Context: an optimization exercise on an open-source flow, tuned for small area, a short achievable clock period and few clock cycles. The choices shown serve that exercise and are no tape-out recipe.
In this exercise RTL edits were held to simulation tests only and were not proved equivalent to the original.
No activity file was given, so power comes from the tool's default toggle rates.

## main
// cave_cellular_automaton_step
module cave_cellular_automaton_step #(
	parameter int MAX_COLS = cca_pkg::CCA_MAX_COLS,
	parameter int MAX_ROWS = cca_pkg::CCA_MAX_ROWS
) (
	input  logic                      clk,
	input  logic                      arst_n,
	input  logic                      start,
	output logic                      busy,
	input  logic [14:0]                     req,
	output logic                      done,
	output logic [1:0]                      rsp,
	input  logic                      cfg_valid,
	output logic                      cfg_ready,
	input  logic [cca_pkg::CCA_CFG_IDX_W-1:0]  cfg_index,
	input  logic [cca_pkg::CCA_CFG_DATA_W-1:0] cfg_data
);
export LEC_CHECK = 0
export CAP_MARGIN = 20
export CORE_MARGIN = 2
export CORE_UTILIZATION = 45
export CTS_CLUSTER_DIAMETER = 100
export CTS_CLUSTER_SIZE = 24
export PLACE_DENSITY = 0.6
export SETUP_SLACK_MARGIN = 4.5
export SLEW_MARGIN = 20
create_clock -name core_clock -period 7.0 [get_ports {clk}]
standard.sh (not shown) runs the stock make flow with config.mk's settings and CLKGATE_MAP_FILE= SYNTH_SCRIPT=/design/flow/synth_recipe.tcl, a recipe that flattens the netlist after the stock synthesis.
==> flow/flow/run.sh <==
#!/bin/bash
# The standard layout (standard.sh), with two layout choices changed:
# - clock tree synthesis with the same sink clustering as config.mk sets, but
#   without dummy loads;
# - port buffers built from buf_2 cells.
# Synthesis and every other step are the standard ones.
set -euo pipefail
export CTS_ARGS="-sink_clustering_enable -repair_clock_nets -sink_clustering_size 24 -sink_clustering_max_diameter 100 -dont_use_dummy_load"
export BUFFER_PORTS_ARGS="-buffer_cell sky130_fd_sc_hd__buf_2"
bash standard.sh > standard.log 2>&1
main finished all stages; the layout is clean.
Testbench counts of main, summed over its fixed seeds: cycles 12,496.
Inputs modified between main and the feature branch:
==> flow/run.sh (new file) <==
#!/bin/bash
# synth_recipe.tcl (not shown) runs the flow's synth.tcl, then flattens the netlist and writes it again
# the make line also repeats each setting of config.mk as NAME=value (left out here)
make -C /OpenROAD-flow-scripts/flow DESIGN_CONFIG=/design/flow/config.mk WORK_HOME=/design/flow/orfs CLKGATE_MAP_FILE= SYNTH_SCRIPT=/design/flow/synth_recipe.tcl finish
removed: flow/flow/run.sh
removed: flow/standard.sh
Findings:
Via count of the first global-routing pass: lower on main. Delta (the feature branch minus main): max-cap check violation count saw little to no change; utilization rose 0.31 points; total area of multi-input combinational cells up about 0.32%; TritonCTS buffer count fell by 1; final area picked up an extra 370 um2. Final worst-path cycle share (higher): the feature branch. [compare] base=main new=the feature branch: maximum frequency now smaller, relative area of non-clock buffer cells in the final design flat, overall power went up.


== run 1 ==
Another version of the RTL of cave_cellular_automaton_step (not shown whole).
Size in the first run: ~3700 cells after synthesis, ~1400 flip-flops.
==> flow/config.mk <==
export PLATFORM = sky130hd
export DESIGN_NAME = cave_cellular_automaton_step
export DESIGN_NICKNAME = cave_cellular_automaton_step
export VERILOG_FILES = /design/flow/design.v
export SDC_FILE = /design/flow/constraint.sdc
export NUM_CORES = 8
export LEC_CHECK = 0
export CAP_MARGIN = 20
export CORE_MARGIN = 2
export CORE_UTILIZATION = 45
export CTS_CLUSTER_DIAMETER = 100
export CTS_CLUSTER_SIZE = 24
export PLACE_DENSITY = 0.6
export SETUP_SLACK_MARGIN = 4.3
export SLEW_MARGIN = 20
==> flow/constraint.sdc <==
create_clock -name core_clock -period 7.0 [get_ports {clk}]
set_input_delay 1.4000 -clock core_clock [delete_from_list [all_inputs] [get_ports {clk}]]
set_output_delay 1.4000 -clock core_clock [all_outputs]
set_load 0.01 [all_outputs]
run.sh (not shown) runs the stock make flow with config.mk's settings and CLKGATE_MAP_FILE= SYNTH_SCRIPT=/design/flow/synth_recipe.tcl, a recipe that flattens the netlist after the stock synthesis.
Stock flow here: none of the scripts above is used.
Run 1 ran to completion and came out clean on the timing, design-rule and antenna checks.
Testbench counts of run 1, summed over its fixed seeds: cycles 12,496.
The following lists how run 2 was set up differently from run 1:
- swapping 20 for 5 in SLEW_MARGIN
- swapping 4.3 for 4.5 in SETUP_SLACK_MARGIN
- swapping 20 for 5 in CAP_MARGIN
Results
Between run 2 and run 1, the routed wire length figures differ only marginally.
Run 2: required time at the worst-slack endpoint is 1.71 ns lower than what run 1 reported.
~same number of non-filler instances in the completed layout in run 1 and run 2
Count of clock-buffer cells in the layout up 3 in run 2 wrt run 1
Run 2 vs run 1, hold slack went up by 0.0081 ns.
Inputs modified between run 2 and run 3:
- CAP_MARGIN now 20, was 5
- ABC_CLOCK_PERIOD_IN_PS now 2600, previously not set
- SLEW_MARGIN now 20, was 5
Results
Looking at end of the critical path, the busy result is from run 2; the done one comes from run 3.
There was hardly any difference in data-path buffer share of cell area in the final layout between run 3 and run 2.
Setup slack in run 3 is smaller than in run 2.
done_q$_DFF_PN0_ as the launching element of the worst setup path was reported by run 3, and busy_out_q$_DFF_PN0_ by run 2.
On global routing usage on met1: run 3 sits above run 2.
Clock network area share: run 3 vs run 2 — no meaningful difference
On part of the cycle the worst path needs, run 3 and run 2 are neck and neck.
Run 3 ends up with a number of antenna violations at the first check in global routing that is 1 lower than in run 2.
For run 4, these inputs were changed with respect to run 3:
- changing PLACE_DENSITY from 0.6 to 0.7
- removing ABC_CLOCK_PERIOD_IN_PS (formerly 2600)
Run 4: full flow OK, the timing, design-rule and antenna checks passed. Between run 3 and run 4, worst reg-to-reg path cell count decreased. In run 4, via count is higher than in run 3. On final instance area, run 3 and run 4 are basically level. Summary: least setup slack across all paths after layout, run 4 worse than run 3. done as the worst setup path endpoint was reported by run 3, and busy by run 4. Run 3 → run 4: number of fillers in the final layout went down 1.4%; final period utilization neither gained nor lost much; number of placed cells counting well taps roughly the same; largest voltage drop on the vdd net shrank by 16%; share of power burned in combinational logic went up by 0.6 points.

## separate check: timing with driven ports
The results above use ideal ports. As a check the final layouts listed here were re-extracted and re-timed, cells and wires unchanged. Step 1 (the two cells are an assumption about what drives the block):
set clk [get_ports {clk}]
set_driving_cell -lib_cell sky130_fd_sc_hd__clkbuf_16 $clk
set_driving_cell -lib_cell sky130_fd_sc_hd__buf_2 [delete_from_list [all_inputs] $clk]
Step 2, shift: input delay + t, output delay - t, t = (earliest + latest rising clock arrival at the registers) / 2. This alone moves slack from input paths to output paths. a / b / c = ideal / step 1 / step 2; a / b = the first two.
| run | t (ns) | setup slack, ns | clock arrival spread, ns | worst slew at a driven data input, ns | pins driven straight from the clock port |
|---|---|---|---|---|---|
| main | 0.720 | 4.446 / 4.373 / 4.174 | 0.053 / 0.053 | 0.03 | 1 |
| the feature branch | 0.744 | 4.420 / 4.344 / 3.876 | 0.033 / 0.033 | 0.04 | 1 |
| run 1 | 0.758 | 4.360 / 4.306 / 4.021 | 0.032 / 0.031 | 0.03 | 1 |
| run 2 | 0.748 | 4.410 / 4.334 / 4.065 | 0.035 / 0.035 | 0.03 | 1 |
| run 3 | 0.750 | 4.407 / 4.331 / 4.039 | 0.040 / 0.040 | 0.03 | 1 |
| run 4 | 0.738 | 4.398 / 4.324 / 4.063 | 0.041 / 0.041 | 0.04 | 1 |
After both steps every run listed still meets setup and hold. The setup slack of the feature branch, which loses most, moves by -0.076 ns with the drivers and by -0.544 ns with both steps.
